Source: an optimization exercise on an open RTL-to-GDS flow (aim: small area, a short achievable clock period and few clock cycles per item). Production flows keep margins and buffers that such runs may drop.
No run shown here included a check of the RTL's function; only the layout flow was run.

==> flow/design.v (outline; a module is shown in full before it is edited, if it fits) <==
// module pipelined_alu: 1224 lines
// module pipelined_alu_fa: 4 lines
// module pipelined_alu_ha: 4 lines
// module pipelined_alu_x2: 3 lines
// module pipelined_alu_be: 5 lines
module pipelined_alu #(
   parameter int WIDTH   = 32,
   parameter int LATENCY = 2,
   parameter int TAG_W   = 8
) (
   input  logic             clk,
   input  logic             reset,
   input  logic             in_valid,
   output logic             in_ready,
   input  logic [WIDTH-1:0] op_a,
   input  logic [WIDTH-1:0] op_b,
   input  logic [3:0]       opcode,
   input  logic [TAG_W-1:0] in_tag,
   output logic             out_valid,
   input  logic             out_ready,
   output logic [WIDTH-1:0] result,
   output logic [TAG_W-1:0] out_tag,
   output logic             flag_z,
   output logic             flag_c,
   output logic             flag_v,
   output logic             err,
   output logic             busy
);
  // ...
==> flow/flow/run.sh <==
#!/bin/bash
# The standard layout, with the ports buffered by buf_1 cells instead of the delay-type
# buffer that buffer_ports picks by default.
set -euo pipefail
bash standard.sh "BUFFER_PORTS_ARGS=-buffer_cell sky130_fd_sc_hd__buf_1" finish > standard_make.log 2>&1
==> flow/standard.sh <==
#!/bin/bash
# synth_recipe.tcl (not shown) runs the flow's synth.tcl, then flattens the netlist and writes it again
# the make line also repeats each setting of config.mk as NAME=value (left out here)
make -C /OpenROAD-flow-scripts/flow DESIGN_CONFIG=/design/flow/config.mk WORK_HOME=/design/flow/orfs CLKGATE_MAP_FILE= SYNTH_SCRIPT=/design/flow/synth_recipe.tcl "${@:-finish}"
==> flow/config.mk <==
export PLATFORM = sky130hd
export DESIGN_NAME = pipelined_alu
export DESIGN_NICKNAME = pipelined_alu
export VERILOG_FILES = /design/flow/design.v
export SDC_FILE = /design/flow/constraint.sdc
export NUM_CORES = 4
export LEC_CHECK = 0
export CAP_MARGIN = 20
export CORE_MARGIN = 2
export CORE_UTILIZATION = 40
export SETUP_SLACK_MARGIN = 4.5
export SLEW_MARGIN = 20
export SYNTH_HIERARCHICAL = 1
==> flow/constraint.sdc <==
create_clock -name core_clock -period 10.0 [get_ports {clk}]
set_input_delay 2.0000 -clock core_clock [delete_from_list [all_inputs] [get_ports {clk}]]
set_output_delay 2.0000 -clock core_clock [all_outputs]
set_load 0.01 [all_outputs]
==> qor.csv, run 1 <==
stage;metric;value;unit
run_status;status;finished clean;
worst_setup_path;r2r_cells;15;
global_routing;grt_pass1_vias;16516;
worst_setup_path;cp_common_cell;fa_1;
cts;path_clk_slew;0.08;ns
finish;area_growth;7.965;%
worst_setup_path;r2r_setup_slack;4.60;ns
worst_setup_path;critPathCapture;p[31]$_DFFE_PP_;
timing;fmax;185.2;MHz
detailed_routing;top_layer_used;met4;
die;die_x;231.5;um
global_routing;grt_pass1_wl;102.1;mm
synth;synth.most_common_cell;xnor2_1;
detailed_routing;first_pass_iters;8;
synth;ys_types;74;
detailed_routing;wl_per_cell;24.63;um
timing;finalCritPeriodShare;53.98;%
die;die_y;231.5;um
placed_design;pre_cts_ws;4.343;ns
worst_setup_path;crit_buf_inv;2;
finish;seq_cell_count;158;
synth;syn-cell-area;20700;um^2
synth;synth_edf_count;156;
worst_setup_path;path_depth;15;
worst_setup_path;critPathTopFamily;adder cells;
placed_design;place_inst;2675;
cts;cts-root-buf;clkbuf_16;
==> inputs of run 2 (changes only) <==
--- a/flow/design.v
+++ b/flow/design.v
@@ -51,43 +51,45 @@
          ma0[i]  = rsh ? op_a[31-i] ^ fill0 : op_a[i];
          ohot[i] = op_b[4:0] == 5'(i);
       end
    end
    assign bm0 = ({32{is_mul}} & op_b) | ({32{is_sh}} & ohot) | ({32{use_ab0}} & (op_b ^ {32{sub_m}}));
    logic [31:0] ma;
    logic [7:0]  tag1;
    logic [3:0]  op1;
-   logic [31:0] bm;
+   logic [15:0] one0, two0, neg0;
+   always_comb begin
+      for (int j = 0; j < 16; j++) begin
+         logic b0, b1, b2;
+         b0 = (j == 0) ? 1'b0 : bm0[2*j-1];
+         b1 = bm0[2*j];
+         b2 = bm0[2*j+1];
+         one0[j] = b1 ^ b0;
+         two0[j] = (b2 & !b1 & !b0) | (!b2 & b1 & b0);
+         neg0[j] = b2;
+      end
+   end
+   logic [15:0] d_one, d_two, d_neg;
    logic fill1;
    always_ff @(posedge clk) begin
       if (adv) begin
-         ma <= ma0; bm <= bm0; tag1 <= in_tag; op1 <= op;
+         ma <= ma0; d_one <= one0; d_two <= two0; d_neg <= neg0; tag1 <= in_tag; op1 <= op;
          fill1 <= fill0;
       end
    end
    wire use_ab1 = op1 < 4'd5 || op1 == 4'd8 || op1 == 4'd9;
    wire cin1 = op1 == 4'd1 || op1 == 4'd8 || op1 == 4'd9;
-   logic [15:0] d_one, d_two, d_neg;
-   pipelined_alu_be u_be0 (.b2(bm[1]), .b1(bm[0]), .b0(1'b0), .one(d_one[0]), .two(d_two[0]), .neg(d_neg[0]));
-   pipelined_alu_be u_be1 (.b2(bm[3]), .b1(bm[2]), .b0(bm[1]), .one(d_one[1]), .two(d_two[1]), .neg(d_neg[1]));
-   pipelined_alu_be u_be2 (.b2(bm[5]), .b1(bm[4]), .b0(bm[3]), .one(d_one[2]), .two(d_two[2]), .neg(d_neg[2]));
-   pipelined_alu_be u_be3 (.b2(bm[7]), .b1(bm[6]), .b0(bm[5]), .one(d_one[3]), .two(d_two[3]), .neg(d_neg[3]));
-   pipelined_alu_be u_be4 (.b2(bm[9]), .b1(bm[8]), .b0(bm[7]), .one(d_one[4]), .two(d_two[4]), .neg(d_neg[4]));
-   pipelined_alu_be u_be5 (.b2(bm[11]), .b1(bm[10]), .b0(bm[9]), .one(d_one[5]), .two(d_two[5]), .neg(d_neg[5]));
-   pipelined_alu_be u_be6 (.b2(bm[13]), .b1(bm[12]), .b0(bm[11]), .one(d_one[6]), .two(d_two[6]), .neg(d_neg[6]));
-   pipelined_alu_be u_be7 (.b2(bm[15]), .b1(bm[14]), .b0(bm[13]), .one(d_one[7]), .two(d_two[7]), .neg(d_neg[7]));
-   pipelined_alu_be u_be8 (.b2(bm[17]), .b1(bm[16]), .b0(bm[15]), .one(d_one[8]), .two(d_two[8]), .neg(d_neg[8]));
-   pipelined_alu_be u_be9 (.b2(bm[19]), .b1(bm[18]), .b0(bm[17]), .one(d_one[9]), .two(d_two[9]), .neg(d_neg[9]));
-   pipelined_alu_be u_be10 (.b2(bm[21]), .b1(bm[20]), .b0(bm[19]), .one(d_one[10]), .two(d_two[10]), .neg(d_neg[10]));
-   pipelined_alu_be u_be11 (.b2(bm[23]), .b1(bm[22]), .b0(bm[21]), .one(d_one[11]), .two(d_two[11]), .neg(d_neg[11]));
-   pipelined_alu_be u_be12 (.b2(bm[25]), .b1(bm[24]), .b0(bm[23]), .one(d_one[12]), .two(d_two[12]), .neg(d_neg[12]));
-   pipelined_alu_be u_be13 (.b2(bm[27]), .b1(bm[26]), .b0(bm[25]), .one(d_one[13]), .two(d_two[13]), .neg(d_neg[13]));
-   pipelined_alu_be u_be14 (.b2(bm[29]), .b1(bm[28]), .b0(bm[27]), .one(d_one[14]), .two(d_two[14]), .neg(d_neg[14]));
-   pipelined_alu_be u_be15 (.b2(bm[31]), .b1(bm[30]), .b0(bm[29]), .one(d_one[15]), .two(d_two[15]), .neg(d_neg[15]));
+   logic [31:0] bm;
+   always_comb begin
+      for (int j = 0; j < 16; j++) begin
+         bm[2*j+1] = d_neg[j];
+         bm[2*j]   = d_one[j] ^ ((j == 0) ? 1'b0 : d_neg[j-1]);
+      end
+   end
    wire bo0 = d_one[0];
    wire bt0 = d_two[0];
    wire bn0 = d_neg[0];
    wire pp0_0 = (bo0 & ma[0]) ^ bn0;
    wire pp0_1 = ((bo0 & ma[1]) | (bt0 & ma[0])) ^ bn0;
    wire pp0_2 = ((bo0 & ma[2]) | (bt0 & ma[1])) ^ bn0;
    wire pp0_3 = ((bo0 & ma[3]) | (bt0 & ma[2])) ^ bn0;
    wire pp0_4 = ((bo0 & ma[4]) | (bt0 & ma[3])) ^ bn0;
@@ -950,257 +952,181 @@
    wire s_slt = op2 == 4'd8;
    wire s_sltu = op2 == 4'd9;
    wire s_fl = op2 == 4'd0 || op2 == 4'd1;
    wire e = op2 > 4'd10;
    logic [31:0] sum;
    logic cout;
    wire [31:0] ad_g0 = g;
    wire [31:0] ad_p0 = p;
-   wire ad_n1_g = ad_g0[0] | (ad_p0[0] & cin);
-   wire ad_n2_g = ad_g0[1] | (ad_p0[1] & ad_g0[0]);
-   wire ad_n2_p = ad_p0[1] & ad_p0[0];
-   wire ad_n3_g = ad_g0[2] | (ad_p0[2] & ad_g0[1]);
-   wire ad_n3_p = ad_p0[2] & ad_p0[1];
-   wire ad_n4_g = ad_g0[3] | (ad_p0[3] & ad_g0[2]);
-   wire ad_n4_p = ad_p0[3] & ad_p0[2];
-   wire ad_n5_g = ad_g0[4] | (ad_p0[4] & ad_g0[3]);
-   wire ad_n5_p = ad_p0[4] & ad_p0[3];
-   wire ad_n6_g = ad_g0[5] | (ad_p0[5] & ad_g0[4]);
-   wire ad_n6_p = ad_p0[5] & ad_p0[4];
-   wire ad_n7_g = ad_g0[6] | (ad_p0[6] & ad_g0[5]);
-   wire ad_n7_p = ad_p0[6] & ad_p0[5];
-   wire ad_n8_g = ad_g0[7] | (ad_p0[7] & ad_g0[6]);
-   wire ad_n8_p = ad_p0[7] & ad_p0[6];
-   wire ad_n9_g = ad_g0[8] | (ad_p0[8] & ad_g0[7]);
-   wire ad_n9_p = ad_p0[8] & ad_p0[7];
-   wire ad_n10_g = ad_g0[9] | (ad_p0[9] & ad_g0[8]);
-   wire ad_n10_p = ad_p0[9] & ad_p0[8];
-   wire ad_n11_g = ad_g0[10] | (ad_p0[10] & ad_g0[9]);
-   wire ad_n11_p = ad_p0[10] & ad_p0[9];
-   wire ad_n12_g = ad_g0[11] | (ad_p0[11] & ad_g0[10]);
-   wire ad_n12_p = ad_p0[11] & ad_p0[10];
-   wire ad_n13_g = ad_g0[12] | (ad_p0[12] & ad_g0[11]);
-   wire ad_n13_p = ad_p0[12] & ad_p0[11];
-   wire ad_n14_g = ad_g0[13] | (ad_p0[13] & ad_g0[12]);
-   wire ad_n14_p = ad_p0[13] & ad_p0[12];
-   wire ad_n15_g = ad_g0[14] | (ad_p0[14] & ad_g0[13]);
-   wire ad_n15_p = ad_p0[14] & ad_p0[13];
-   wire ad_n16_g = ad_g0[15] | (ad_p0[15] & ad_g0[14]);
-   wire ad_n16_p = ad_p0[15] & ad_p0[14];
-   wire ad_n17_g = ad_g0[16] | (ad_p0[16] & ad_g0[15]);
-   wire ad_n17_p = ad_p0[16] & ad_p0[15];
-   wire ad_n18_g = ad_g0[17] | (ad_p0[17] & ad_g0[16]);
-   wire ad_n18_p = ad_p0[17] & ad_p0[16];
-   wire ad_n19_g = ad_g0[18] | (ad_p0[18] & ad_g0[17]);
-   wire ad_n19_p = ad_p0[18] & ad_p0[17];
-   wire ad_n20_g = ad_g0[19] | (ad_p0[19] & ad_g0[18]);
-   wire ad_n20_p = ad_p0[19] & ad_p0[18];
-   wire ad_n21_g = ad_g0[20] | (ad_p0[20] & ad_g0[19]);
-   wire ad_n21_p = ad_p0[20] & ad_p0[19];
-   wire ad_n22_g = ad_g0[21] | (ad_p0[21] & ad_g0[20]);
-   wire ad_n22_p = ad_p0[21] & ad_p0[20];
-   wire ad_n23_g = ad_g0[22] | (ad_p0[22] & ad_g0[21]);
-   wire ad_n23_p = ad_p0[22] & ad_p0[21];
-   wire ad_n24_g = ad_g0[23] | (ad_p0[23] & ad_g0[22]);
-   wire ad_n24_p = ad_p0[23] & ad_p0[22];
-   wire ad_n25_g = ad_g0[24] | (ad_p0[24] & ad_g0[23]);
-   wire ad_n25_p = ad_p0[24] & ad_p0[23];
-   wire ad_n26_g = ad_g0[25] | (ad_p0[25] & ad_g0[24]);
-   wire ad_n26_p = ad_p0[25] & ad_p0[24];
-   wire ad_n27_g = ad_g0[26] | (ad_p0[26] & ad_g0[25]);
-   wire ad_n27_p = ad_p0[26] & ad_p0[25];
-   wire ad_n28_g = ad_g0[27] | (ad_p0[27] & ad_g0[26]);
-   wire ad_n28_p = ad_p0[27] & ad_p0[26];
-   wire ad_n29_g = ad_g0[28] | (ad_p0[28] & ad_g0[27]);
-   wire ad_n29_p = ad_p0[28] & ad_p0[27];
-   wire ad_n30_g = ad_g0[29] | (ad_p0[29] & ad_g0[28]);
-   wire ad_n30_p = ad_p0[29] & ad_p0[28];
-   wire ad_n31_g = ad_g0[30] | (ad_p0[30] & ad_g0[29]);
-   wire ad_n31_p = ad_p0[30] & ad_p0[29];
-   wire ad_n32_g = ad_g0[31] | (ad_p0[31] & ad_g0[30]);
-   wire ad_n32_p = ad_p0[31] & ad_p0[30];
-   wire ad_n33_g = ad_n2_g | (ad_n2_p & cin);
-   wire ad_n34_g = ad_n3_g | (ad_n3_p & ad_n1_g);
-   wire ad_n35_g = ad_n4_g | (ad_n4_p & ad_n2_g);
-   wire ad_n35_p = ad_n4_p & ad_n2_p;
-   wire ad_n36_g = ad_n5_g | (ad_n5_p & ad_n3_g);
-   wire ad_n36_p = ad_n5_p & ad_n3_p;
-   wire ad_n37_g = ad_n6_g | (ad_n6_p & ad_n4_g);
-   wire ad_n37_p = ad_n6_p & ad_n4_p;
-   wire ad_n38_g = ad_n7_g | (ad_n7_p & ad_n5_g);
-   wire ad_n38_p = ad_n7_p & ad_n5_p;
-   wire ad_n39_g = ad_n8_g | (ad_n8_p & ad_n6_g);
-   wire ad_n39_p = ad_n8_p & ad_n6_p;
-   wire ad_n40_g = ad_n9_g | (ad_n9_p & ad_n7_g);
-   wire ad_n40_p = ad_n9_p & ad_n7_p;
-   wire ad_n41_g = ad_n10_g | (ad_n10_p & ad_n8_g);
-   wire ad_n41_p = ad_n10_p & ad_n8_p;
-   wire ad_n42_g = ad_n11_g | (ad_n11_p & ad_n9_g);
-   wire ad_n42_p = ad_n11_p & ad_n9_p;
-   wire ad_n43_g = ad_n12_g | (ad_n12_p & ad_n10_g);
-   wire ad_n43_p = ad_n12_p & ad_n10_p;
-   wire ad_n44_g = ad_n13_g | (ad_n13_p & ad_n11_g);
-   wire ad_n44_p = ad_n13_p & ad_n11_p;
-   wire ad_n45_g = ad_n14_g | (ad_n14_p & ad_n12_g);
-   wire ad_n45_p = ad_n14_p & ad_n12_p;
-   wire ad_n46_g = ad_n15_g | (ad_n15_p & ad_n13_g);
-   wire ad_n46_p = ad_n15_p & ad_n13_p;
-   wire ad_n47_g = ad_n16_g | (ad_n16_p & ad_n14_g);
-   wire ad_n47_p = ad_n16_p & ad_n14_p;
-   wire ad_n48_g = ad_n17_g | (ad_n17_p & ad_n15_g);
-   wire ad_n48_p = ad_n17_p & ad_n15_p;
-   wire ad_n49_g = ad_n18_g | (ad_n18_p & ad_n16_g);
-   wire ad_n49_p = ad_n18_p & ad_n16_p;
-   wire ad_n50_g = ad_n19_g | (ad_n19_p & ad_n17_g);
-   wire ad_n50_p = ad_n19_p & ad_n17_p;
-   wire ad_n51_g = ad_n20_g | (ad_n20_p & ad_n18_g);
-   wire ad_n51_p = ad_n20_p & ad_n18_p;
-   wire ad_n52_g = ad_n21_g | (ad_n21_p & ad_n19_g);
-   wire ad_n52_p = ad_n21_p & ad_n19_p;
-   wire ad_n53_g = ad_n22_g | (ad_n22_p & ad_n20_g);
-   wire ad_n53_p = ad_n22_p & ad_n20_p;
-   wire ad_n54_g = ad_n23_g | (ad_n23_p & ad_n21_g);
-   wire ad_n54_p = ad_n23_p & ad_n21_p;
-   wire ad_n55_g = ad_n24_g | (ad_n24_p & ad_n22_g);
-   wire ad_n55_p = ad_n24_p & ad_n22_p;
-   wire ad_n56_g = ad_n25_g | (ad_n25_p & ad_n23_g);
-   wire ad_n56_p = ad_n25_p & ad_n23_p;
-   wire ad_n57_g = ad_n26_g | (ad_n26_p & ad_n24_g);
-   wire ad_n57_p = ad_n26_p & ad_n24_p;
-   wire ad_n58_g = ad_n27_g | (ad_n27_p & ad_n25_g);
-   wire ad_n58_p = ad_n27_p & ad_n25_p;
-   wire ad_n59_g = ad_n28_g | (ad_n28_p & ad_n26_g);
-   wire ad_n59_p = ad_n28_p & ad_n26_p;
-   wire ad_n60_g = ad_n29_g | (ad_n29_p & ad_n27_g);
-   wire ad_n60_p = ad_n29_p & ad_n27_p;
-   wire ad_n61_g = ad_n30_g | (ad_n30_p & ad_n28_g);
-   wire ad_n61_p = ad_n30_p & ad_n28_p;
-   wire ad_n62_g = ad_n31_g | (ad_n31_p & ad_n29_g);
-   wire ad_n62_p = ad_n31_p & ad_n29_p;
-   wire ad_n63_g = ad_n32_g | (ad_n32_p & ad_n30_g);
-   wire ad_n63_p = ad_n32_p & ad_n30_p;
-   wire ad_n64_g = ad_n35_g | (ad_n35_p & cin);
-   wire ad_n65_g = ad_n36_g | (ad_n36_p & ad_n1_g);
-   wire ad_n66_g = ad_n37_g | (ad_n37_p & ad_n33_g);
-   wire ad_n67_g = ad_n38_g | (ad_n38_p & ad_n34_g);
-   wire ad_n68_g = ad_n39_g | (ad_n39_p & ad_n35_g);
-   wire ad_n68_p = ad_n39_p & ad_n35_p;
-   wire ad_n69_g = ad_n40_g | (ad_n40_p & ad_n36_g);
-   wire ad_n69_p = ad_n40_p & ad_n36_p;
-   wire ad_n70_g = ad_n41_g | (ad_n41_p & ad_n37_g);
-   wire ad_n70_p = ad_n41_p & ad_n37_p;
-   wire ad_n71_g = ad_n42_g | (ad_n42_p & ad_n38_g);
-   wire ad_n71_p = ad_n42_p & ad_n38_p;
-   wire ad_n72_g = ad_n43_g | (ad_n43_p & ad_n39_g);
-   wire ad_n72_p = ad_n43_p & ad_n39_p;
-   wire ad_n73_g = ad_n44_g | (ad_n44_p & ad_n40_g);
-   wire ad_n73_p = ad_n44_p & ad_n40_p;
-   wire ad_n74_g = ad_n45_g | (ad_n45_p & ad_n41_g);
-   wire ad_n74_p = ad_n45_p & ad_n41_p;
-   wire ad_n75_g = ad_n46_g | (ad_n46_p & ad_n42_g);
-   wire ad_n75_p = ad_n46_p & ad_n42_p;
-   wire ad_n76_g = ad_n47_g | (ad_n47_p & ad_n43_g);
-   wire ad_n76_p = ad_n47_p & ad_n43_p;
-   wire ad_n77_g = ad_n48_g | (ad_n48_p & ad_n44_g);
-   wire ad_n77_p = ad_n48_p & ad_n44_p;
-   wire ad_n78_g = ad_n49_g | (ad_n49_p & ad_n45_g);
-   wire ad_n78_p = ad_n49_p & ad_n45_p;
-   wire ad_n79_g = ad_n50_g | (ad_n50_p & ad_n46_g);
-   wire ad_n79_p = ad_n50_p & ad_n46_p;
-   wire ad_n80_g = ad_n51_g | (ad_n51_p & ad_n47_g);
-   wire ad_n80_p = ad_n51_p & ad_n47_p;
-   wire ad_n81_g = ad_n52_g | (ad_n52_p & ad_n48_g);
-   wire ad_n81_p = ad_n52_p & ad_n48_p;
-   wire ad_n82_g = ad_n53_g | (ad_n53_p & ad_n49_g);
-   wire ad_n82_p = ad_n53_p & ad_n49_p;
-   wire ad_n83_g = ad_n54_g | (ad_n54_p & ad_n50_g);
-   wire ad_n83_p = ad_n54_p & ad_n50_p;
-   wire ad_n84_g = ad_n55_g | (ad_n55_p & ad_n51_g);
-   wire ad_n84_p = ad_n55_p & ad_n51_p;
-   wire ad_n85_g = ad_n56_g | (ad_n56_p & ad_n52_g);
-   wire ad_n85_p = ad_n56_p & ad_n52_p;
-   wire ad_n86_g = ad_n57_g | (ad_n57_p & ad_n53_g);
-   wire ad_n86_p = ad_n57_p & ad_n53_p;
-   wire ad_n87_g = ad_n58_g | (ad_n58_p & ad_n54_g);
-   wire ad_n87_p = ad_n58_p & ad_n54_p;
-   wire ad_n88_g = ad_n59_g | (ad_n59_p & ad_n55_g);
-   wire ad_n88_p = ad_n59_p & ad_n55_p;
-   wire ad_n89_g = ad_n60_g | (ad_n60_p & ad_n56_g);
-   wire ad_n89_p = ad_n60_p & ad_n56_p;
-   wire ad_n90_g = ad_n61_g | (ad_n61_p & ad_n57_g);
-   wire ad_n90_p = ad_n61_p & ad_n57_p;
-   wire ad_n91_g = ad_n62_g | (ad_n62_p & ad_n58_g);
-   wire ad_n91_p = ad_n62_p & ad_n58_p;
-   wire ad_n92_g = ad_n63_g | (ad_n63_p & ad_n59_g);
-   wire ad_n92_p = ad_n63_p & ad_n59_p;
-   wire ad_n93_g = ad_n68_g | (ad_n68_p & cin);
-   wire ad_n94_g = ad_n69_g | (ad_n69_p & ad_n1_g);
-   wire ad_n95_g = ad_n70_g | (ad_n70_p & ad_n33_g);
-   wire ad_n96_g = ad_n71_g | (ad_n71_p & ad_n34_g);
-   wire ad_n97_g = ad_n72_g | (ad_n72_p & ad_n64_g);
-   wire ad_n98_g = ad_n73_g | (ad_n73_p & ad_n65_g);
-   wire ad_n99_g = ad_n74_g | (ad_n74_p & ad_n66_g);
-   wire ad_n100_g = ad_n75_g | (ad_n75_p & ad_n67_g);
-   wire ad_n101_g = ad_n76_g | (ad_n76_p & ad_n68_g);
-   wire ad_n101_p = ad_n76_p & ad_n68_p;
-   wire ad_n102_g = ad_n77_g | (ad_n77_p & ad_n69_g);
-   wire ad_n102_p = ad_n77_p & ad_n69_p;
-   wire ad_n103_g = ad_n78_g | (ad_n78_p & ad_n70_g);
-   wire ad_n103_p = ad_n78_p & ad_n70_p;
-   wire ad_n104_g = ad_n79_g | (ad_n79_p & ad_n71_g);
-   wire ad_n104_p = ad_n79_p & ad_n71_p;
-   wire ad_n105_g = ad_n80_g | (ad_n80_p & ad_n72_g);
-   wire ad_n105_p = ad_n80_p & ad_n72_p;
-   wire ad_n106_g = ad_n81_g | (ad_n81_p & ad_n73_g);
-   wire ad_n106_p = ad_n81_p & ad_n73_p;
-   wire ad_n107_g = ad_n82_g | (ad_n82_p & ad_n74_g);
-   wire ad_n107_p = ad_n82_p & ad_n74_p;
-   wire ad_n108_g = ad_n83_g | (ad_n83_p & ad_n75_g);
-   wire ad_n108_p = ad_n83_p & ad_n75_p;
-   wire ad_n109_g = ad_n84_g | (ad_n84_p & ad_n76_g);
-   wire ad_n109_p = ad_n84_p & ad_n76_p;
-   wire ad_n110_g = ad_n85_g | (ad_n85_p & ad_n77_g);
-   wire ad_n110_p = ad_n85_p & ad_n77_p;
-   wire ad_n111_g = ad_n86_g | (ad_n86_p & ad_n78_g);
-   wire ad_n111_p = ad_n86_p & ad_n78_p;
-   wire ad_n112_g = ad_n87_g | (ad_n87_p & ad_n79_g);
-   wire ad_n112_p = ad_n87_p & ad_n79_p;
-   wire ad_n113_g = ad_n88_g | (ad_n88_p & ad_n80_g);
-   wire ad_n113_p = ad_n88_p & ad_n80_p;
-   wire ad_n114_g = ad_n89_g | (ad_n89_p & ad_n81_g);
-   wire ad_n114_p = ad_n89_p & ad_n81_p;
-   wire ad_n115_g = ad_n90_g | (ad_n90_p & ad_n82_g);
-   wire ad_n115_p = ad_n90_p & ad_n82_p;
-   wire ad_n116_g = ad_n91_g | (ad_n91_p & ad_n83_g);
-   wire ad_n116_p = ad_n91_p & ad_n83_p;
-   wire ad_n117_g = ad_n92_g | (ad_n92_p & ad_n84_g);
-   wire ad_n117_p = ad_n92_p & ad_n84_p;
-   wire ad_n118_g = ad_n101_g | (ad_n101_p & cin);
-   wire ad_n119_g = ad_n102_g | (ad_n102_p & ad_n1_g);
-   wire ad_n120_g = ad_n103_g | (ad_n103_p & ad_n33_g);
-   wire ad_n121_g = ad_n104_g | (ad_n104_p & ad_n34_g);
-   wire ad_n122_g = ad_n105_g | (ad_n105_p & ad_n64_g);
-   wire ad_n123_g = ad_n106_g | (ad_n106_p & ad_n65_g);
-   wire ad_n124_g = ad_n107_g | (ad_n107_p & ad_n66_g);
-   wire ad_n125_g = ad_n108_g | (ad_n108_p & ad_n67_g);
-   wire ad_n126_g = ad_n109_g | (ad_n109_p & ad_n93_g);
-   wire ad_n127_g = ad_n110_g | (ad_n110_p & ad_n94_g);
-   wire ad_n128_g = ad_n111_g | (ad_n111_p & ad_n95_g);
-   wire ad_n129_g = ad_n112_g | (ad_n112_p & ad_n96_g);
-   wire ad_n130_g = ad_n113_g | (ad_n113_p & ad_n97_g);
-   wire ad_n131_g = ad_n114_g | (ad_n114_p & ad_n98_g);
-   wire ad_n132_g = ad_n115_g | (ad_n115_p & ad_n99_g);
-   wire ad_n133_g = ad_n116_g | (ad_n116_p & ad_n100_g);
-   wire ad_n134_g = ad_n117_g | (ad_n117_p & ad_n101_g);
-   wire ad_n134_p = ad_n117_p & ad_n101_p;
-   wire ad_n135_g = ad_n134_g | (ad_n134_p & cin);
-   wire [31:0] ad_c = {ad_n133_g, ad_n132_g, ad_n131_g, ad_n130_g, ad_n129_g, ad_n128_g, ad_n127_g, ad_n126_g, ad_n125_g, ad_n124_g, ad_n123_g, ad_n122_g, ad_n121_g, ad_n120_g, ad_n119_g, ad_n118_g, ad_n100_g, ad_n99_g, ad_n98_g, ad_n97_g, ad_n96_g, ad_n95_g, ad_n94_g, ad_n93_g, ad_n67_g, ad_n66_g, ad_n65_g, ad_n64_g, ad_n34_g, ad_n33_g, ad_n1_g, cin};
+   wire ad_n1_g;
+   pipelined_alu_pg u_ad_n1 (.gh(ad_g0[0]), .ph(ad_p0[0]), .gl(cin), .g(ad_n1_g));
+   wire ad_n2_g, ad_n2_p;
+   pipelined_alu_pf u_ad_n2 (.gh(ad_g0[2]), .ph(ad_p0[2]), .gl(ad_g0[1]), .pl(ad_p0[1]), .g(ad_n2_g), .p(ad_n2_p));
+   wire ad_n3_g, ad_n3_p;
+   pipelined_alu_pf u_ad_n3 (.gh(ad_g0[4]), .ph(ad_p0[4]), .gl(ad_g0[3]), .pl(ad_p0[3]), .g(ad_n3_g), .p(ad_n3_p));
+   wire ad_n4_g, ad_n4_p;
+   pipelined_alu_pf u_ad_n4 (.gh(ad_g0[6]), .ph(ad_p0[6]), .gl(ad_g0[5]), .pl(ad_p0[5]), .g(ad_n4_g), .p(ad_n4_p));
+   wire ad_n5_g, ad_n5_p;
+   pipelined_alu_pf u_ad_n5 (.gh(ad_g0[8]), .ph(ad_p0[8]), .gl(ad_g0[7]), .pl(ad_p0[7]), .g(ad_n5_g), .p(ad_n5_p));
+   wire ad_n6_g, ad_n6_p;
+   pipelined_alu_pf u_ad_n6 (.gh(ad_g0[10]), .ph(ad_p0[10]), .gl(ad_g0[9]), .pl(ad_p0[9]), .g(ad_n6_g), .p(ad_n6_p));
+   wire ad_n7_g, ad_n7_p;
+   pipelined_alu_pf u_ad_n7 (.gh(ad_g0[12]), .ph(ad_p0[12]), .gl(ad_g0[11]), .pl(ad_p0[11]), .g(ad_n7_g), .p(ad_n7_p));
+   wire ad_n8_g, ad_n8_p;
+   pipelined_alu_pf u_ad_n8 (.gh(ad_g0[14]), .ph(ad_p0[14]), .gl(ad_g0[13]), .pl(ad_p0[13]), .g(ad_n8_g), .p(ad_n8_p));
+   wire ad_n9_g, ad_n9_p;
+   pipelined_alu_pf u_ad_n9 (.gh(ad_g0[16]), .ph(ad_p0[16]), .gl(ad_g0[15]), .pl(ad_p0[15]), .g(ad_n9_g), .p(ad_n9_p));
+   wire ad_n10_g, ad_n10_p;
+   pipelined_alu_pf u_ad_n10 (.gh(ad_g0[18]), .ph(ad_p0[18]), .gl(ad_g0[17]), .pl(ad_p0[17]), .g(ad_n10_g), .p(ad_n10_p));
+   wire ad_n11_g, ad_n11_p;
+   pipelined_alu_pf u_ad_n11 (.gh(ad_g0[20]), .ph(ad_p0[20]), .gl(ad_g0[19]), .pl(ad_p0[19]), .g(ad_n11_g), .p(ad_n11_p));
+   wire ad_n12_g, ad_n12_p;
+   pipelined_alu_pf u_ad_n12 (.gh(ad_g0[22]), .ph(ad_p0[22]), .gl(ad_g0[21]), .pl(ad_p0[21]), .g(ad_n12_g), .p(ad_n12_p));
+   wire ad_n13_g, ad_n13_p;
+   pipelined_alu_pf u_ad_n13 (.gh(ad_g0[24]), .ph(ad_p0[24]), .gl(ad_g0[23]), .pl(ad_p0[23]), .g(ad_n13_g), .p(ad_n13_p));
+   wire ad_n14_g, ad_n14_p;
+   pipelined_alu_pf u_ad_n14 (.gh(ad_g0[26]), .ph(ad_p0[26]), .gl(ad_g0[25]), .pl(ad_p0[25]), .g(ad_n14_g), .p(ad_n14_p));
+   wire ad_n15_g, ad_n15_p;
+   pipelined_alu_pf u_ad_n15 (.gh(ad_g0[28]), .ph(ad_p0[28]), .gl(ad_g0[27]), .pl(ad_p0[27]), .g(ad_n15_g), .p(ad_n15_p));
+   wire ad_n16_g, ad_n16_p;
+   pipelined_alu_pf u_ad_n16 (.gh(ad_g0[30]), .ph(ad_p0[30]), .gl(ad_g0[29]), .pl(ad_p0[29]), .g(ad_n16_g), .p(ad_n16_p));
+   wire ad_n17_g;
+   pipelined_alu_pg u_ad_n17 (.gh(ad_g0[1]), .ph(ad_p0[1]), .gl(ad_n1_g), .g(ad_n17_g));
+   wire ad_n18_g;
+   pipelined_alu_pg u_ad_n18 (.gh(ad_n2_g), .ph(ad_n2_p), .gl(ad_n1_g), .g(ad_n18_g));
+   wire ad_n19_g, ad_n19_p;
+   pipelined_alu_pf u_ad_n19 (.gh(ad_g0[5]), .ph(ad_p0[5]), .gl(ad_n3_g), .pl(ad_n3_p), .g(ad_n19_g), .p(ad_n19_p));
+   wire ad_n20_g, ad_n20_p;
+   pipelined_alu_pf u_ad_n20 (.gh(ad_n4_g), .ph(ad_n4_p), .gl(ad_n3_g), .pl(ad_n3_p), .g(ad_n20_g), .p(ad_n20_p));
+   wire ad_n21_g, ad_n21_p;
+   pipelined_alu_pf u_ad_n21 (.gh(ad_g0[9]), .ph(ad_p0[9]), .gl(ad_n5_g), .pl(ad_n5_p), .g(ad_n21_g), .p(ad_n21_p));
+   wire ad_n22_g, ad_n22_p;
+   pipelined_alu_pf u_ad_n22 (.gh(ad_n6_g), .ph(ad_n6_p), .gl(ad_n5_g), .pl(ad_n5_p), .g(ad_n22_g), .p(ad_n22_p));
+   wire ad_n23_g, ad_n23_p;
+   pipelined_alu_pf u_ad_n23 (.gh(ad_g0[13]), .ph(ad_p0[13]), .gl(ad_n7_g), .pl(ad_n7_p), .g(ad_n23_g), .p(ad_n23_p));
+   wire ad_n24_g, ad_n24_p;
+   pipelined_alu_pf u_ad_n24 (.gh(ad_n8_g), .ph(ad_n8_p), .gl(ad_n7_g), .pl(ad_n7_p), .g(ad_n24_g), .p(ad_n24_p));
+   wire ad_n25_g, ad_n25_p;
+   pipelined_alu_pf u_ad_n25 (.gh(ad_g0[17]), .ph(ad_p0[17]), .gl(ad_n9_g), .pl(ad_n9_p), .g(ad_n25_g), .p(ad_n25_p));
+   wire ad_n26_g, ad_n26_p;
+   pipelined_alu_pf u_ad_n26 (.gh(ad_n10_g), .ph(ad_n10_p), .gl(ad_n9_g), .pl(ad_n9_p), .g(ad_n26_g), .p(ad_n26_p));
+   wire ad_n27_g, ad_n27_p;
+   pipelined_alu_pf u_ad_n27 (.gh(ad_g0[21]), .ph(ad_p0[21]), .gl(ad_n11_g), .pl(ad_n11_p), .g(ad_n27_g), .p(ad_n27_p));
+   wire ad_n28_g, ad_n28_p;
+   pipelined_alu_pf u_ad_n28 (.gh(ad_n12_g), .ph(ad_n12_p), .gl(ad_n11_g), .pl(ad_n11_p), .g(ad_n28_g), .p(ad_n28_p));
+   wire ad_n29_g, ad_n29_p;
+   pipelined_alu_pf u_ad_n29 (.gh(ad_g0[25]), .ph(ad_p0[25]), .gl(ad_n13_g), .pl(ad_n13_p), .g(ad_n29_g), .p(ad_n29_p));
+   wire ad_n30_g, ad_n30_p;
+   pipelined_alu_pf u_ad_n30 (.gh(ad_n14_g), .ph(ad_n14_p), .gl(ad_n13_g), .pl(ad_n13_p), .g(ad_n30_g), .p(ad_n30_p));
+   wire ad_n31_g, ad_n31_p;
+   pipelined_alu_pf u_ad_n31 (.gh(ad_g0[29]), .ph(ad_p0[29]), .gl(ad_n15_g), .pl(ad_n15_p), .g(ad_n31_g), .p(ad_n31_p));
+   wire ad_n32_g, ad_n32_p;
+   pipelined_alu_pf u_ad_n32 (.gh(ad_n16_g), .ph(ad_n16_p), .gl(ad_n15_g), .pl(ad_n15_p), .g(ad_n32_g), .p(ad_n32_p));
+   wire ad_n33_g;
+   pipelined_alu_pg u_ad_n33 (.gh(ad_g0[3]), .ph(ad_p0[3]), .gl(ad_n18_g), .g(ad_n33_g));
+   wire ad_n34_g;
+   pipelined_alu_pg u_ad_n34 (.gh(ad_n3_g), .ph(ad_n3_p), .gl(ad_n18_g), .g(ad_n34_g));
+   wire ad_n35_g;
+   pipelined_alu_pg u_ad_n35 (.gh(ad_n19_g), .ph(ad_n19_p), .gl(ad_n18_g), .g(ad_n35_g));
+   wire ad_n36_g;
+   pipelined_alu_pg u_ad_n36 (.gh(ad_n20_g), .ph(ad_n20_p), .gl(ad_n18_g), .g(ad_n36_g));
+   wire ad_n37_g, ad_n37_p;
+   pipelined_alu_pf u_ad_n37 (.gh(ad_g0[11]), .ph(ad_p0[11]), .gl(ad_n22_g), .pl(ad_n22_p), .g(ad_n37_g), .p(ad_n37_p));
+   wire ad_n38_g, ad_n38_p;
+   pipelined_alu_pf u_ad_n38 (.gh(ad_n7_g), .ph(ad_n7_p), .gl(ad_n22_g), .pl(ad_n22_p), .g(ad_n38_g), .p(ad_n38_p));
+   wire ad_n39_g, ad_n39_p;
+   pipelined_alu_pf u_ad_n39 (.gh(ad_n23_g), .ph(ad_n23_p), .gl(ad_n22_g), .pl(ad_n22_p), .g(ad_n39_g), .p(ad_n39_p));
+   wire ad_n40_g, ad_n40_p;
+   pipelined_alu_pf u_ad_n40 (.gh(ad_n24_g), .ph(ad_n24_p), .gl(ad_n22_g), .pl(ad_n22_p), .g(ad_n40_g), .p(ad_n40_p));
+   wire ad_n41_g, ad_n41_p;
+   pipelined_alu_pf u_ad_n41 (.gh(ad_g0[19]), .ph(ad_p0[19]), .gl(ad_n26_g), .pl(ad_n26_p), .g(ad_n41_g), .p(ad_n41_p));
+   wire ad_n42_g, ad_n42_p;
+   pipelined_alu_pf u_ad_n42 (.gh(ad_n11_g), .ph(ad_n11_p), .gl(ad_n26_g), .pl(ad_n26_p), .g(ad_n42_g), .p(ad_n42_p));
+   wire ad_n43_g, ad_n43_p;
+   pipelined_alu_pf u_ad_n43 (.gh(ad_n27_g), .ph(ad_n27_p), .gl(ad_n26_g), .pl(ad_n26_p), .g(ad_n43_g), .p(ad_n43_p));
+   wire ad_n44_g, ad_n44_p;
+   pipelined_alu_pf u_ad_n44 (.gh(ad_n28_g), .ph(ad_n28_p), .gl(ad_n26_g), .pl(ad_n26_p), .g(ad_n44_g), .p(ad_n44_p));
+   wire ad_n45_g, ad_n45_p;
+   pipelined_alu_pf u_ad_n45 (.gh(ad_g0[27]), .ph(ad_p0[27]), .gl(ad_n30_g), .pl(ad_n30_p), .g(ad_n45_g), .p(ad_n45_p));
+   wire ad_n46_g, ad_n46_p;
+   pipelined_alu_pf u_ad_n46 (.gh(ad_n15_g), .ph(ad_n15_p), .gl(ad_n30_g), .pl(ad_n30_p), .g(ad_n46_g), .p(ad_n46_p));
+   wire ad_n47_g, ad_n47_p;
+   pipelined_alu_pf u_ad_n47 (.gh(ad_n31_g), .ph(ad_n31_p), .gl(ad_n30_g), .pl(ad_n30_p), .g(ad_n47_g), .p(ad_n47_p));
+   wire ad_n48_g, ad_n48_p;
+   pipelined_alu_pf u_ad_n48 (.gh(ad_n32_g), .ph(ad_n32_p), .gl(ad_n30_g), .pl(ad_n30_p), .g(ad_n48_g), .p(ad_n48_p));
+   wire ad_n49_g;
+   pipelined_alu_pg u_ad_n49 (.gh(ad_g0[7]), .ph(ad_p0[7]), .gl(ad_n36_g), .g(ad_n49_g));
+   wire ad_n50_g;
+   pipelined_alu_pg u_ad_n50 (.gh(ad_n5_g), .ph(ad_n5_p), .gl(ad_n36_g), .g(ad_n50_g));
+   wire ad_n51_g;
+   pipelined_alu_pg u_ad_n51 (.gh(ad_n21_g), .ph(ad_n21_p), .gl(ad_n36_g), .g(ad_n51_g));
+   wire ad_n52_g;
+   pipelined_alu_pg u_ad_n52 (.gh(ad_n22_g), .ph(ad_n22_p), .gl(ad_n36_g), .g(ad_n52_g));
+   wire ad_n53_g;
+   pipelined_alu_pg u_ad_n53 (.gh(ad_n37_g), .ph(ad_n37_p), .gl(ad_n36_g), .g(ad_n53_g));
+   wire ad_n54_g;
+   pipelined_alu_pg u_ad_n54 (.gh(ad_n38_g), .ph(ad_n38_p), .gl(ad_n36_g), .g(ad_n54_g));
+   wire ad_n55_g;
+   pipelined_alu_pg u_ad_n55 (.gh(ad_n39_g), .ph(ad_n39_p), .gl(ad_n36_g), .g(ad_n55_g));
+   wire ad_n56_g;
+   pipelined_alu_pg u_ad_n56 (.gh(ad_n40_g), .ph(ad_n40_p), .gl(ad_n36_g), .g(ad_n56_g));
+   wire ad_n57_g, ad_n57_p;
+   pipelined_alu_pf u_ad_n57 (.gh(ad_g0[23]), .ph(ad_p0[23]), .gl(ad_n44_g), .pl(ad_n44_p), .g(ad_n57_g), .p(ad_n57_p));
+   wire ad_n58_g, ad_n58_p;
+   pipelined_alu_pf u_ad_n58 (.gh(ad_n13_g), .ph(ad_n13_p), .gl(ad_n44_g), .pl(ad_n44_p), .g(ad_n58_g), .p(ad_n58_p));
+   wire ad_n59_g, ad_n59_p;
+   pipelined_alu_pf u_ad_n59 (.gh(ad_n29_g), .ph(ad_n29_p), .gl(ad_n44_g), .pl(ad_n44_p), .g(ad_n59_g), .p(ad_n59_p));
+   wire ad_n60_g, ad_n60_p;
+   pipelined_alu_pf u_ad_n60 (.gh(ad_n30_g), .ph(ad_n30_p), .gl(ad_n44_g), .pl(ad_n44_p), .g(ad_n60_g), .p(ad_n60_p));
+   wire ad_n61_g, ad_n61_p;
+   pipelined_alu_pf u_ad_n61 (.gh(ad_n45_g), .ph(ad_n45_p), .gl(ad_n44_g), .pl(ad_n44_p), .g(ad_n61_g), .p(ad_n61_p));
+   wire ad_n62_g, ad_n62_p;
+   pipelined_alu_pf u_ad_n62 (.gh(ad_n46_g), .ph(ad_n46_p), .gl(ad_n44_g), .pl(ad_n44_p), .g(ad_n62_g), .p(ad_n62_p));
+   wire ad_n63_g, ad_n63_p;
+   pipelined_alu_pf u_ad_n63 (.gh(ad_n47_g), .ph(ad_n47_p), .gl(ad_n44_g), .pl(ad_n44_p), .g(ad_n63_g), .p(ad_n63_p));
+   wire ad_n64_g, ad_n64_p;
+   pipelined_alu_pf u_ad_n64 (.gh(ad_n48_g), .ph(ad_n48_p), .gl(ad_n44_g), .pl(ad_n44_p), .g(ad_n64_g), .p(ad_n64_p));
+   wire ad_n65_g;
+   pipelined_alu_pg u_ad_n65 (.gh(ad_g0[15]), .ph(ad_p0[15]), .gl(ad_n56_g), .g(ad_n65_g));
+   wire ad_n66_g;
+   pipelined_alu_pg u_ad_n66 (.gh(ad_n9_g), .ph(ad_n9_p), .gl(ad_n56_g), .g(ad_n66_g));
+   wire ad_n67_g;
+   pipelined_alu_pg u_ad_n67 (.gh(ad_n25_g), .ph(ad_n25_p), .gl(ad_n56_g), .g(ad_n67_g));
+   wire ad_n68_g;
+   pipelined_alu_pg u_ad_n68 (.gh(ad_n26_g), .ph(ad_n26_p), .gl(ad_n56_g), .g(ad_n68_g));
+   wire ad_n69_g;
+   pipelined_alu_pg u_ad_n69 (.gh(ad_n41_g), .ph(ad_n41_p), .gl(ad_n56_g), .g(ad_n69_g));
+   wire ad_n70_g;
+   pipelined_alu_pg u_ad_n70 (.gh(ad_n42_g), .ph(ad_n42_p), .gl(ad_n56_g), .g(ad_n70_g));
+   wire ad_n71_g;
+   pipelined_alu_pg u_ad_n71 (.gh(ad_n43_g), .ph(ad_n43_p), .gl(ad_n56_g), .g(ad_n71_g));
+   wire ad_n72_g;
+   pipelined_alu_pg u_ad_n72 (.gh(ad_n44_g), .ph(ad_n44_p), .gl(ad_n56_g), .g(ad_n72_g));
+   wire ad_n73_g;
+   pipelined_alu_pg u_ad_n73 (.gh(ad_n57_g), .ph(ad_n57_p), .gl(ad_n56_g), .g(ad_n73_g));
+   wire ad_n74_g;
+   pipelined_alu_pg u_ad_n74 (.gh(ad_n58_g), .ph(ad_n58_p), .gl(ad_n56_g), .g(ad_n74_g));
+   wire ad_n75_g;
+   pipelined_alu_pg u_ad_n75 (.gh(ad_n59_g), .ph(ad_n59_p), .gl(ad_n56_g), .g(ad_n75_g));
+   wire ad_n76_g;
+   pipelined_alu_pg u_ad_n76 (.gh(ad_n60_g), .ph(ad_n60_p), .gl(ad_n56_g), .g(ad_n76_g));
+   wire ad_n77_g;
+   pipelined_alu_pg u_ad_n77 (.gh(ad_n61_g), .ph(ad_n61_p), .gl(ad_n56_g), .g(ad_n77_g));
+   wire ad_n78_g;
+   pipelined_alu_pg u_ad_n78 (.gh(ad_n62_g), .ph(ad_n62_p), .gl(ad_n56_g), .g(ad_n78_g));
+   wire ad_n79_g;
+   pipelined_alu_pg u_ad_n79 (.gh(ad_n63_g), .ph(ad_n63_p), .gl(ad_n56_g), .g(ad_n79_g));
+   wire ad_n80_g;
+   pipelined_alu_pg u_ad_n80 (.gh(ad_n64_g), .ph(ad_n64_p), .gl(ad_n56_g), .g(ad_n80_g));
+   wire ad_n81_g;
+   pipelined_alu_pg u_ad_n81 (.gh(ad_g0[31]), .ph(ad_p0[31]), .gl(ad_n80_g), .g(ad_n81_g));
+   wire [31:0] ad_c = {ad_n80_g, ad_n79_g, ad_n78_g, ad_n77_g, ad_n76_g, ad_n75_g, ad_n74_g, ad_n73_g, ad_n72_g, ad_n71_g, ad_n70_g, ad_n69_g, ad_n68_g, ad_n67_g, ad_n66_g, ad_n65_g, ad_n56_g, ad_n55_g, ad_n54_g, ad_n53_g, ad_n52_g, ad_n51_g, ad_n50_g, ad_n49_g, ad_n36_g, ad_n35_g, ad_n34_g, ad_n33_g, ad_n18_g, ad_n17_g, ad_n1_g, cin};
    assign sum = ad_p0 ^ ad_c;
-   assign cout = ad_n135_g;
+   assign cout = ad_n81_g;
    wire same31 = !p[31];
    wire [30:0] or30 = g[30:0] | p[30:0];
    logic [31:0] sumf, res;
    always_comb begin
       for (int i = 0; i < 32; i++) begin
          sumf[i] = sum[i] ^ fill;
       end
       for (int i = 0; i < 32; i++) begin
@@ -1225,16 +1151,18 @@
 module pipelined_alu_fa (input logic a, b, c, output logic s, co);
    assign s  = a ^ b ^ c;
    assign co = (a & b) | (c & (a ^ b));
 endmodule
 module pipelined_alu_ha (input logic a, b, output logic s, co);
    assign s  = a ^ b;
    assign co = a & b;
 endmodule
+module pipelined_alu_pf (input logic gh, ph, gl, pl, output logic g, p);
+   assign g = gh | (ph & gl);
+   assign p = ph & pl;
+endmodule
+module pipelined_alu_pg (input logic gh, ph, gl, output logic g);
+   assign g = gh | (ph & gl);
+endmodule
 module pipelined_alu_x2 (input logic a, b, output logic y);
    assign y = a ^ b;
 endmodule
-module pipelined_alu_be (input logic b2, b1, b0, output logic one, two, neg);
-   assign one = b1 ^ b0;
-   assign two = (b2 & !b1 & !b0) | (!b2 & b1 & b0);
-   assign neg = b2;
-endmodule
==> qor.csv, run 2 <==
stage;metric;value;unit;change
worst_setup_path;crit_path_end_kind;output port;;was register
placed_design;gp_congestion;0.9320;;was 0.9207
timing;rsz0062_at_grt;yes;;unchanged
timing;fmax;182.4;MHz;was 185.2 MHz
synth;ys_types;64;;was 74
die;core-area;51510;um^2;was 51200 um^2
synth;synth_fa_ha_area_share;22.42;%;was 22.70%
worst_setup_path;required;8.00;ns;was 10.22 ns
timing;hold_violations;0;;unchanged
timing;clock_skew;0.02015;ns;was 0.01461 ns
global_routing;grt.total_usage;24.75;%;was 25.03%
detailed_routing;drt_iter0_markers;1803;;was 1881
placed_design;dp_hpwl;45.75;mm;was 46.82 mm
min_path;hold_class;reg2reg;;unchanged
global_routing;antenna_found_initial;1;;was 0
worst_setup_path;worst-path-max-fanout;9;;was 29
detailed_routing;drcViolationCount;0;;unchanged
cts;cts-root-buf;clkbuf_16;;unchanged
detailed_routing;drt_wl_total;66.35;mm;was 66.93 mm
timing;finalCritPeriodShare;54.83;%;was 53.98%
timing;period_minus_slack;5.483;ns;was 5.398 ns
placed_design;portBuffers;126;;unchanged
timing;maxSlewHeadroom;21.18;%;was 24.05%
synth;synthArstFlopShare;0;%;unchanged
cts;cts.sinks;174;;was 158
timing;setup_viol;0;;unchanged
synth;synth_compound_area_share;20.27;%;was 20.62%
finish;reg_top3;g (32), ma (32), p (32);;
synth;synth-main-ff-cell;edfxtp_1;;unchanged
placed_design;place_inst;2668;;was 2675
die;die_x;232.6;um;was 231.5 um
cts;cts_made_buffers;17;;unchanged
synth;synthCells;2032;;was 2055
finish;drive_above_1_share;8.606;%;was 10.16%
global_routing;grt_max_degree;71;;unchanged
cts;clock_latency;0.46;ns;was 0.47 ns
synth;synth.avg_cell_area;10.29;um^2;was 10.07 um^2
cts;cts_buffer_depth;2;;unchanged
worst_setup_path;r2r_setup_slack;4.69;ns;was 4.60 ns
synth;yosys.area_share.simple;6.936;%;was 6.993%
placed_design;pre_cts_ws;4.775;ns;was 4.343 ns
detailed_routing;first_pass_iters;7;;was 8
timing;worst_slack;4.517;ns;was 4.602 ns
global_routing;grt_pass1_vias;17041;;was 16516
finish;fill_cells;4958;;was 4875
finish;num_antenna_cells;0;;was 1
die;die_y;232.6;um;was 231.5 um
die;rows;83;;unchanged
synth;yosys.area.top_type;edfxtp_1;;unchanged
placed_design;placed_cell_area;21740;um^2;was 21500 um^2
global_routing;grt_pass1_wl;102.4;mm;was 102.1 mm
finish;stdcell_area;22560;um^2;was 22350 um^2
detailed_routing;wl_per_cell;24.35;um;was 24.63 um
synth;seq_area_frac_synth;24.89;%;was 22.82%
cts;htreeDepth;4;;unchanged
timing;worst_slew_pin_slew;1.182;ns;was 1.139 ns
finish;finalNonFillerCells;2725;;was 2718
run_status;status;finished clean;;unchanged
timing;fin_hold_ws;0.4137;ns;was 0.4195 ns
detailed_routing;via_count;16538;;was 16734
worst_setup_path;critPathLaunchType;register;;unchanged
finish;nets;2369;;was 2363
timing;drv_slew;0;;unchanged
finish;area_growth;7.875;%;was 7.965%
worst_setup_path;critPathKind;reg2out;;was reg2reg
detailed_routing;antenna_left;0;;unchanged
cts;path_clk_slew;0.07;ns;was 0.08 ns
synth;synth_top_area_share;24.70;%;was 22.63%
cts;postCtsHoldBufs;0;;unchanged
cts;cts_tree;done;;unchanged
die;io_pins;127;;unchanged
global_routing;gr-total-overflow;0;;unchanged
finish;post-route-util;43.79;%;was 43.66%
synth;synth_edf_count;172;;was 156
synth;synth.area.top_cells;edfxtp_1 25%, fa_1 19%, xnor2_1 15%;;was edfxtp_1 23%, fa_1 19%, xnor2_1 15%
run;drv_cap;0;;unchanged
synth;ys.warnings.count;7;;unchanged
synth;synthMuxAreaShare;2.471;%;was 3.415%
synth;synth_common_cells;370 x xnor2_1, 288 x a22oi_1, 196 x fa_1;;was 364 x xnor2_1, 296 x a22oi_1, 196 x fa_1
synth;ys_seq_elements;174;;was 158
synth;synth_top_family_by_area;adder cells;;unchanged
synth;synth_xor_area_share;18.89;%;was 18.32%
worst_setup_path;arrival;3.48;ns;was 5.61 ns
finish;final_cell_mix;370 x xnor2_1, 288 x a22oi_1, 196 x fa_1, 172 x edfxtp_1, 126 x buf_1;;was 364 x xnor2_1, 296 x a22oi_1, 196 x fa_1, 156 x edfxtp_1, 126 x buf_1
die;initial_core_util;40.59;%;was 40.44%
detailed_routing;vias_per_cell;6.069;;was 6.157
finish;layout_commonest_cell;xnor2_1;;unchanged
timing;setup_tns;0;ns;unchanged
synth;synth.most_common_cell;xnor2_1;;unchanged
synth;syn-cell-area;20910;um^2;was 20700 um^2
die;die_area;54120;um^2;was 53590 um^2
run 2: worst paths after layout:
kind / start / endpoint / depth (start not counted)
min: tag1[0]$_DFFE_PP_ / tag2[0]$_DFFE_PP_ / 0
min reg2reg: tag1[0]$_DFFE_PP_ / tag2[0]$_DFFE_PP_ / 0
max: g[15]$_DFFE_PP_ / flag_z / 12
max reg2reg: d_two[3]$_DFFE_PP_ / p[31]$_DFFE_PP_ / 11
run 2: what timing repair did:
item                                    4_1_cts  5_1_grt
endpoints found under the setup margin        2       10
resized for setup                             2        4
buffers inserted                              9       15
run 2: layout make-up:
| type | instances | area (um^2) | area share (%) |
|---|---|---|---|
| Clock buffer | 17 | 425.4 | 1.886 |
| Clock inverter | 15 | 168.9 | 0.7489 |
| Inverter | 6 | 22.52 | 0.09985 |
| Multi-Input combinational cell | 1640 | 14890 | 66.02 |
| Sequential cell | 174 | 5205 | 23.08 |
| Tap cell | 680 | 850.8 | 3.772 |
| Timing Repair Buffer | 193 | 991.0 | 4.393 |
run 2: Yosys stat by module (local to each module, per instance):
module / flip-flops and latches / times used / area, um^2 / cells inside
pipelined_alu_x2: 0 / 30 / 8.758 / 1
pipelined_alu_pf: 0 / 49 / 13.76 / 2
pipelined_alu_ha: 0 / 29 / 12.51 / 1
pipelined_alu_fa: 0 / 196 / 20.02 / 1
pipelined_alu_pg: 0 / 32 / 7.507 / 1
pipelined_alu: 174 / 1 / 15440 / 1647
run 2: cell families after synthesis:
family	count (synthesis)
buffers and inverters	218
AO/OA/AOI/OAI	605
adder cells (fa/ha/maj)	257
XOR/XNOR	451
flip-flops	174
multiplexers	46
AND/OR/NAND/NOR	281
run 2: routing by layer:
metal | up-vias | part of all wire, % | track usage (%)
met5 | - | 0 | 0
met4 | 0 | 3.6 | 10.69
met3 | 179 | 9.2 | 4.963
met2 | 943 | 46 | 38.54
met1 | 8125 | 42 | 33.42
li1 | 7291 | - | -
run 2: worst max-delay path, stage by stage (launching register included):
cell and delay, ns:
edfxtp_1 0.53, a21o_1 0.25, a21o_1 0.24, a21o_1 0.33
a21o_1 0.23, a21o_4 0.20, a21o_1 0.19, a211oi_2 0.22
o21ai_0 0.14, a21oi_1 0.17, a21oi_1 0.11, and4_1 0.26
buf_1 0.13
==> inputs of run 3 (changes only) <==
--- a/flow/config.mk
+++ b/flow/config.mk
@@ -9,5 +9,5 @@
 export CORE_MARGIN = 2
 export CORE_UTILIZATION = 40
-export SETUP_SLACK_MARGIN = 4.5
+export SETUP_SLACK_MARGIN = 5
 export SLEW_MARGIN = 20
 export SYNTH_HIERARCHICAL = 1
==> qor.csv, run 3 <==
stage;metric;value;unit;change
run_status;status;finished clean;;unchanged
placed_design;gp_congestion;0.9320;;unchanged
worst_setup_path;r2r-end;p[31]$_DFFE_PP_;;unchanged
detailed_routing;vias_per_cell;6.083;;was 6.069
die;initial_core_util;40.59;%;unchanged
cts;cts-root-buf;clkbuf_16;;unchanged
placed_design;portBuffers;126;;unchanged
min_path;hold_class;reg2reg;;unchanged
timing;period_minus_slack;5.227;ns;was 5.483 ns
cts;cts_tree;done;;unchanged
die;die_area;54120;um^2;unchanged
detailed_routing;via_count;17137;;was 16538
worst_setup_path;critPathLaunchType;register;;unchanged
timing;fmax;191.3;MHz;was 182.4 MHz
synth;synthCells;2032;;unchanged
die;die_y;232.6;um;unchanged
worst_setup_path;reg2reg_from;d_two[7]$_DFFE_PP_;;was d_two[3]$_DFFE_PP_
worst_setup_path;crit_path_end_kind;output port;;unchanged
synth;ys_types;64;;unchanged
finish;drive_above_1_share;14.13;%;was 8.606%
timing;finalCritPeriodShare;52.27;%;was 54.83%
cts;cts_buffer_depth;2;;unchanged
worst_setup_path;required;8.00;ns;about the same
synth;synthArstFlopShare;0;%;unchanged
worst_setup_path;slowest_stage;edfxtp_1;;unchanged
worst_setup_path;critPathKind;reg2out;;unchanged
worst_setup_path;critPathTopFamily;compound AO/OA/AOI/OAI gates;;unchanged
placed_design;pre_cts_ws;4.775;ns;unchanged
timing;setup_tns;0;ns;unchanged
synth;synth.area.top_cells;edfxtp_1 25%, fa_1 19%, xnor2_1 15%;;unchanged
cts;cts_made_buffers;17;;unchanged
timing;setup_viol;0;;unchanged
worst_setup_path;slowest_delay;0.44;ns;was 0.53 ns
worst_setup_path;cp_common_cell;a21o_1;;unchanged
cts;htreeDepth;4;;unchanged
synth;yosys.area.top_type;edfxtp_1;;unchanged
cts;cts.sinks;174;;unchanged
detailed_routing;drcViolationCount;0;;unchanged
synth;synth_common_cells;370 x xnor2_1, 288 x a22oi_1, 196 x fa_1;;unchanged
timing;hold_violations;0;;unchanged
global_routing;grt_max_degree;71;;unchanged
synth;synth_edf_count;172;;unchanged
synth;synth.avg_cell_area;10.29;um^2;unchanged
placed_design;dp_hpwl;45.75;mm;unchanged
worst_setup_path;r2r_setup_slack;5.14;ns;was 4.69 ns
synth;ys_seq_elements;174;;unchanged
detailed_routing;antenna_left;0;;unchanged
detailed_routing;first_pass_iters;8;;was 7
timing;drv_slew;0;;unchanged
timing;worst_slew_pin_slew;1.131;ns;was 1.182 ns
timing;clock_skew;0.02404;ns;was 0.02015 ns
die;io_pins;127;;unchanged
finish;final_cell_mix;366 x xnor2_1, 287 x a22oi_1, 196 x fa_1, 172 x edfxtp_1, 144 x buf_4;;was 370 x xnor2_1, 288 x a22oi_1, 196 x fa_1, 172 x edfxtp_1, 126 x buf_1
die;rows;83;;unchanged
global_routing;grt_pass1_wl;104.0;mm;was 102.4 mm
synth;syn-cell-area;20910;um^2;unchanged
cts;path_clk_slew;0.08;ns;was 0.07 ns
finish;layout_commonest_cell;xnor2_1;;unchanged
global_routing;grt_pass1_vias;17185;;was 17041
detailed_routing;drt_wl_total;68.52;mm;was 66.35 mm
worst_setup_path;worst-path-max-fanout;4;;was 9
synth;synth-main-ff-cell;edfxtp_1;;unchanged
worst_setup_path;critPathCapture;flag_z;;unchanged
worst_setup_path;cp-startpoint;g[3]$_DFFE_PP_;;was g[15]$_DFFE_PP_
cts;clock_latency;0.47;ns;was 0.46 ns
worst_setup_path;arrival;3.23;ns;was 3.48 ns
worst_setup_path;path_depth;13;;was 12
finish;post-route-util;45.53;%;was 43.79%
worst_setup_path;crit_chain;a21o_1 > a21o_1 > a21o_4 > a21o_1 > buf_12 > a21o_4 > a21o_1 > a211oi_2 > o21ai_1 > a21oi_2 > a21oi_2 > and4_1 > buf_2;;was a21o_1 > a21o_1 > a21o_1 > a21o_1 > a21o_4 > a21o_1 > a211oi_2 > o21ai_0 > a21oi_1 > a21oi_1 > and4_1 > buf_1
synth;synth_top_area_share;24.70;%;unchanged
synth;synth.most_common_cell;xnor2_1;;unchanged
timing;rsz0062_at_grt;yes;;unchanged
timing;worst_slack;4.773;ns;was 4.517 ns
synth;ys.warnings.count;7;;unchanged
finish;area_growth;12.15;%;was 7.875%
detailed_routing;wl_per_cell;24.32;um;was 24.35 um
finish;num_antenna_cells;0;;unchanged
finish;reg_top3;g (32), ma (32), p (32);;unchanged
synth;seq_area_frac_synth;24.89;%;unchanged
worst_setup_path;crit_buf_inv;2;;was 1
finish;nets;2461;;was 2369
run;drv_cap;0;;unchanged
timing;maxSlewHeadroom;24.61;%;was 21.18%
die;core-area;51510;um^2;unchanged
global_routing;gr-total-overflow;0;;unchanged
global_routing;grt.total_usage;25.23;%;was 24.75%
global_routing;antenna_found_initial;1;;unchanged
die;die_x;232.6;um;unchanged
detailed_routing;drt_iter0_markers;1853;;was 1803
worst_setup_path;r2r_cells;11;;unchanged
run 3: through the flow:
step	area, um^2	std cells	hold slack (ns)
floorplan	20920	2032	0.4003
finish	23450	2817	0.4135
global placement	21720	2667	0.4004
CTS	22750	2743	0.4130
detailed placement	21740	2668	0.4045
global route	23450	2817	0.4284
run 3: worst min path at each step:
stage	start	to	slack (ns)	depth (start not counted)
after detailed placement	tag1[0]$_DFFE_PP_	tag2[0]$_DFFE_PP_	0.40	0
after floorplan	fill1$_DFFE_PP_	fill$_DFFE_PP_	0.40	0
final	tag1[0]$_DFFE_PP_	tag2[0]$_DFFE_PP_	0.41	0
after CTS	tag1[0]$_DFFE_PP_	tag2[0]$_DFFE_PP_	0.41	0
after global routing	tag1[6]$_DFFE_PP_	tag2[6]$_DFFE_PP_	0.43	0
after global placement	tag1[6]$_DFFE_PP_	tag2[6]$_DFFE_PP_	0.40	0
run 3: kinds of logic (layout without fill, tap and decap cells):
kind of cell    Yosys count  after routing  share of synthesized area, %
compound gates          605            605                         20.27
xor+xnor                451            451                         18.89
fa+ha+maj               257            257                         22.42
buf+inv                 218            323                         4.123
flops                   174            174                         24.89
mux                      46             46                         2.471
simple gates            281            281                         6.936
run 3: area by class of cell:
class	count	area (um^2)
Inverter	6	22.52
Clock inverter	15	168.9
Timing Repair Buffer	285	1787
Multi-Input combinational cell	1640	14990
Tap cell	680	850.8
Fill cell	4892	28060
Sequential cell	174	5205
Clock buffer	17	425.4
run 3: Yosys stat by module, one instance, submodules excluded:
module,flops+latches,area [um^2],cells
pipelined_alu,174,15440,1647
pipelined_alu_x2,0,8.758,1
pipelined_alu_pf,0,13.76,2
pipelined_alu_pg,0,7.507,1
pipelined_alu_fa,0,20.02,1
pipelined_alu_ha,0,12.51,1
run 3: per-layer routing:
layer / vias up / GRT usage, % / wire length, um
li1: 7468 / - / -
met1: 8468 / 33.73 / 28140
met2: 996 / 39.61 / 31590
met3: 205 / 5.343 / 6320
met4: 0 / 10.61 / 2470
met5: - / 0 / 0
run 3: worst register-to-register path, stage by stage (launching register included):
cell and delay [ns]:
edfxtp_1 0.99, a22oi_1 0.20, xnor2_1 0.18, ha_1 0.22
fa_1 0.57, fa_1 0.44, fa_1 0.40, fa_1 0.48
fa_1 0.38, xor2_1 0.16, mux2_2 0.29, ha_1 0.29
run 3: repair_timing:
item / 4_1_cts / 5_1_grt
pin swaps: 9 / 17
resized for setup: 26 / 34
hold buffers: 0 / 0
endpoints found under the setup margin: 40 / 36
setup buffers: 43 / 73

-- port drivers added, routing unchanged --
The results above use ideal ports. As a check the final layouts listed here were re-extracted and re-timed, cells and wires unchanged. Step 1, drivers: a clkbuf_16 drives clk and a buf_2 each remaining input, both assumed. Step 2 times the ports against the registers' clock, not the clock port: input delays grow and output delays shrink by t, the midpoint of the rising clock arrivals with the driver on. a / b / c = ideal / step 1 / step 2; a / b = the first two.
run | shift t [ns] | slack for setup (ns) | cell pins on the clock port's net
run 1 | 0.515 | 4.602 / 4.554 / 4.602 | 1
run 2 | 0.510 | 4.517 / 4.461 / 4.688 | 1
run 3 | 0.514 | 4.773 / 4.717 / 5.091 | 1
After both steps setup and hold are still met in every run listed.
